Background: an optimization exercise with open tools, aiming at small area. Do not read the settings as production practice.
At most, simulation tests tie the RTL to the original design; equivalence was not proved.
Power figures rest on the tool's default switching activity, not on a simulated workload.

## before
==> module payload_capture, before the edit <==
module payload_capture #(
  parameter int DATA_W     = 16,
  parameter int FIFO_DEPTH = 64,
  parameter int ADDR_W     = 6,
  parameter int MAX_LEN    = 1024
) (
  input  logic              Clk,
  input  logic              rst,
  input  logic              valid_i,
  input  logic [DATA_W-1:0] r_i,
  input  logic [DATA_W-1:0] i_i,
  input  logic              detect_i,
  input  logic [15:0]       payload_length_i,
  output logic              out_valid_o,
  input  logic              out_ready_i,
  output logic [DATA_W-1:0] out_r_o,
  output logic [DATA_W-1:0] out_i_o,
  output logic              out_last_o,
  output logic              busy_o,
  output logic              done_o,
  output logic              len_err_o,
  output logic              overflow_o
);
  localparam int ENTRY_W = 2 * DATA_W + 1;
  localparam int CNT_W   = $clog2(MAX_LEN + 1);
  logic             busy;
  logic             done;
  logic [CNT_W-1:0] remaining;
  logic             len_err;
  logic             overflow;
  logic [ADDR_W:0]  wr_ptr;
  logic             rd_wrap;
  logic             ptr_eq;
  logic             fifo_empty;
  logic             fifo_full;
  logic             push_req;
  logic             push;
  logic             pop;
  logic             len_ok;
  logic             entry_last;
  logic [FIFO_DEPTH*ENTRY_W-1:0] mem;
  logic [ENTRY_W-1:0] head;
  assign len_ok = !payload_length_i[15] && (payload_length_i != 16'd0) &&
                  (payload_length_i[14:10] == 5'd0 || payload_length_i[14:0] == 15'd1024);
  assign ptr_eq     = !rd_lo_n[wr_ptr[2:0]] && !rd_hi_n[wr_ptr[5:3]];
  assign fifo_empty = ptr_eq && (wr_ptr[ADDR_W] == rd_wrap);
  assign fifo_full  = ptr_eq && (wr_ptr[ADDR_W] != rd_wrap);
  assign push_req   = busy && valid_i;
  assign pop        = !fifo_empty && out_ready_i;
  assign push       = push_req && (!fifo_full || pop);
  assign entry_last = (remaining == CNT_W'(1));
  always_ff @(posedge Clk or negedge rst) begin
    if (!rst) begin
      busy      <= 1'b0;
      done      <= 1'b0;
      remaining <= '0;
      len_err   <= 1'b0;
      overflow  <= 1'b0;
    end else begin
      done <= busy && valid_i && entry_last;
      if (!busy && !done && detect_i) begin
        len_err  <= !len_ok;
        overflow <= 1'b0;
        if (len_ok) begin
          busy      <= 1'b1;
          remaining <= payload_length_i[CNT_W-1:0];
        end
      end else if (busy && valid_i) begin
        remaining <= remaining - CNT_W'(1);
        if (entry_last) busy <= 1'b0;
        if (fifo_full && !pop) overflow <= 1'b1;
      end
    end
  end
  always_ff @(posedge Clk or negedge rst) begin
    if (!rst) begin
      wr_ptr <= '0;
    end else if (push) begin
      wr_ptr <= wr_ptr + 1'b1;
    end
  end
  logic [ENTRY_W-1:0]    din;
  localparam int HALF_W = (ENTRY_W + 1) / 2;
  logic [FIFO_DEPTH-1:0] row_load_a, row_load_b;
  logic [FIFO_DEPTH-1:0] row_keep_a, row_keep_b;
  logic [FIFO_DEPTH*ENTRY_W-1:0] mem_d;
  assign din = {entry_last, r_i, i_i};
  logic [7:0] wr_lo_dec;
  logic [7:0] wr_hi_dec;
  always_comb begin
    wr_lo_dec = '0;
    wr_hi_dec = '0;
    wr_lo_dec[wr_ptr[2:0]] = 1'b1;
    wr_hi_dec[wr_ptr[5:3]] = push;
  end
  for (genvar k = 0; k < FIFO_DEPTH; k++) begin : g_row
    payload_capture_rowctl u_ctl_a (
      .a    (wr_lo_dec[k % 8]),
      .b    (wr_hi_dec[k / 8]),
      .keep (row_keep_a[k]),
      .load (row_load_a[k])
    );
    payload_capture_rowctl u_ctl_b (
      .a    (wr_lo_dec[k % 8]),
      .b    (wr_hi_dec[k / 8]),
      .keep (row_keep_b[k]),
      .load (row_load_b[k])
    );
    payload_capture_hold #(.W(HALF_W)) u_hold_a (
      .q    (mem[k*ENTRY_W +: HALF_W]),
      .keep (row_keep_a[k]),
      .d    (din[HALF_W-1:0]),
      .load (row_load_a[k]),
      .y    (mem_d[k*ENTRY_W +: HALF_W])
    );
    payload_capture_hold #(.W(ENTRY_W-HALF_W)) u_hold_b (
      .q    (mem[k*ENTRY_W+HALF_W +: ENTRY_W-HALF_W]),
      .keep (row_keep_b[k]),
      .d    (din[ENTRY_W-1:HALF_W]),
      .load (row_load_b[k]),
      .y    (mem_d[k*ENTRY_W+HALF_W +: ENTRY_W-HALF_W])
    );
  end
  always_ff @(posedge Clk) begin
    mem <= mem_d;
  end
  logic [7:0] rd_lo_n;
  logic [7:0] rd_hi_n;
  always_ff @(posedge Clk or negedge rst) begin
    if (!rst) begin
      rd_lo_n <= 8'hFE;
      rd_hi_n <= 8'hFE;
      rd_wrap <= 1'b0;
    end else if (pop) begin
      rd_lo_n <= {rd_lo_n[6:0], rd_lo_n[7]};
      if (!rd_lo_n[7]) begin
        rd_hi_n <= {rd_hi_n[6:0], rd_hi_n[7]};
        if (!rd_hi_n[7]) rd_wrap <= !rd_wrap;
      end
    end
  end
  logic [ENTRY_W-1:0] grp [8];
  always_comb begin
    for (int j = 0; j < 8; j++) begin
      grp[j] = '1;
      for (int i = 0; i < 8; i++) begin
        grp[j] = grp[j] & (mem[(8*j+i)*ENTRY_W +: ENTRY_W] | {ENTRY_W{rd_lo_n[i]}});
      end
    end
    head = '1;
    for (int j = 0; j < 8; j++) begin
      head = head & (grp[j] | {ENTRY_W{rd_hi_n[j]}});
    end
  end
  assign out_valid_o = !fifo_empty;
  assign out_last_o  = head[ENTRY_W-1];
  assign out_r_o     = head[2*DATA_W-1:DATA_W];
  assign out_i_o     = head[DATA_W-1:0];
  assign busy_o     = busy;
  assign done_o     = done;
  assign len_err_o  = len_err;
  assign overflow_o = overflow;
endmodule
export LEC_CHECK = 0
export CAP_MARGIN = 20
export CORE_MARGIN = 2
export CORE_UTILIZATION = 40
export CTS_BUF_LIST = sky130_fd_sc_hd__clkbuf_16
export CTS_CLUSTER_DIAMETER = 80
export CTS_CLUSTER_SIZE = 24
export SLEW_MARGIN = 20
export SYNTH_HIERARCHICAL = 1
create_clock -name core_clock -period 8.0 [get_ports {Clk}]
standard.sh (not shown) runs the stock make flow with config.mk's settings and CLKGATE_MAP_FILE= SYNTH_SCRIPT=/design/flow/synth_recipe.tcl, a recipe that flattens the netlist after the stock synthesis.
==> flow/flow/run.sh <==
#!/bin/bash
# Standard ORFS layout (the standard.sh, unchanged synthesis) with a leaner
# clock tree (no dummy loads, clkbuf_8 leaves), buf_2 port buffers and a 70%
# floorplan utilization. The tools' full output goes to standard.log here.
set -uo pipefail
export CTS_ARGS="-sink_clustering_enable -repair_clock_nets -dont_use_dummy_load -sink_clustering_size 16 -sink_clustering_max_diameter 60 -buf_list sky130_fd_sc_hd__clkbuf_8"
export BUFFER_PORTS_ARGS="-buffer_cell sky130_fd_sc_hd__buf_2"
bash standard.sh CORE_UTILIZATION=70 SLEW_MARGIN=20 CAP_MARGIN=40 finish > standard.log 2>&1
For after, these inputs were changed with respect to before:
--- a/flow/design.v
+++ b/flow/design.v
@@ -79,11 +79,10 @@
       wr_ptr <= wr_ptr + 1'b1;
     end
   end
   logic [ENTRY_W-1:0]    din;
-  localparam int HALF_W = (ENTRY_W + 1) / 2;
-  logic [FIFO_DEPTH-1:0] row_load_a, row_load_b;
-  logic [FIFO_DEPTH-1:0] row_keep_a, row_keep_b;
+  logic [FIFO_DEPTH-1:0] row_load;
+  logic [FIFO_DEPTH-1:0] row_keep;
   logic [FIFO_DEPTH*ENTRY_W-1:0] mem_d;
   assign din = {entry_last, r_i, i_i};
   logic [7:0] wr_lo_dec;
   logic [7:0] wr_hi_dec;
@@ -93,33 +92,20 @@
     wr_lo_dec[wr_ptr[2:0]] = 1'b1;
     wr_hi_dec[wr_ptr[5:3]] = push;
   end
   for (genvar k = 0; k < FIFO_DEPTH; k++) begin : g_row
-    payload_capture_rowctl u_ctl_a (
+    payload_capture_rowctl u_ctl (
       .a    (wr_lo_dec[k % 8]),
       .b    (wr_hi_dec[k / 8]),
-      .keep (row_keep_a[k]),
-      .load (row_load_a[k])
+      .keep (row_keep[k]),
+      .load (row_load[k])
     );
-    payload_capture_rowctl u_ctl_b (
-      .a    (wr_lo_dec[k % 8]),
-      .b    (wr_hi_dec[k / 8]),
-      .keep (row_keep_b[k]),
-      .load (row_load_b[k])
-    );
-    payload_capture_hold #(.W(HALF_W)) u_hold_a (
-      .q    (mem[k*ENTRY_W +: HALF_W]),
-      .keep (row_keep_a[k]),
-      .d    (din[HALF_W-1:0]),
-      .load (row_load_a[k]),
-      .y    (mem_d[k*ENTRY_W +: HALF_W])
-    );
-    payload_capture_hold #(.W(ENTRY_W-HALF_W)) u_hold_b (
-      .q    (mem[k*ENTRY_W+HALF_W +: ENTRY_W-HALF_W]),
-      .keep (row_keep_b[k]),
-      .d    (din[ENTRY_W-1:HALF_W]),
-      .load (row_load_b[k]),
-      .y    (mem_d[k*ENTRY_W+HALF_W +: ENTRY_W-HALF_W])
+    payload_capture_hold #(.W(ENTRY_W)) u_hold (
+      .q    (mem[k*ENTRY_W +: ENTRY_W]),
+      .keep (row_keep[k]),
+      .d    (din),
+      .load (row_load[k]),
+      .y    (mem_d[k*ENTRY_W +: ENTRY_W])
     );
   end
   always_ff @(posedge Clk) begin
     mem <= mem_d;
### Flow results
Lower switching power goes to after over before. Summary of after over before: peak ir drop on the vdd network now smaller; wire length of the first global-routing pass now larger; final standard cell count with taps included and fillers excluded now larger. Side by side, routed wire length turned out higher in after than in before. Of after and before, the higher synthesized cell count belongs to before. Cmp after and before / horizontal extent of the die / higher: before. Taking before as the reference, in after floorplan die area decreased about 3%; utilization increased 2.1 points; number of multi-input combinational cells decreased 128; sequential power share increased 0.9 points.
Function not checked in before: the RTL went through the layout flow alone.

-- port drivers added, routing unchanged --
Ports are ideal in the flow. The routed layouts listed here were re-timed in OpenROAD.
Step 1 assumes that a clkbuf_16 drives the clock port and a buf_2 every other input.
Step 2, shift: input delay + t, output delay - t, t = (earliest + latest rising clock arrival at the registers) / 2. This alone moves slack from input paths to output paths.
Slacks: ideal ports / drivers / drivers and shift; pairs: ideal ports / drivers.
run | t (ns) | slack for setup (ns) | hold WS [ns] | latest minus earliest clock arrival (ns) | worst slew at a driven data input, ns
before | 0.957 | 1.203 / 1.124 / 2.081 | 0.491 / 0.491 / 0.491 | 0.061 / 0.060 | 0.03
after | 0.974 | 1.264 / 1.184 / 2.158 | 0.493 / 0.493 / 0.493 | 0.065 / 0.065 | 0.06
After both steps setup and hold are still met in every run listed.
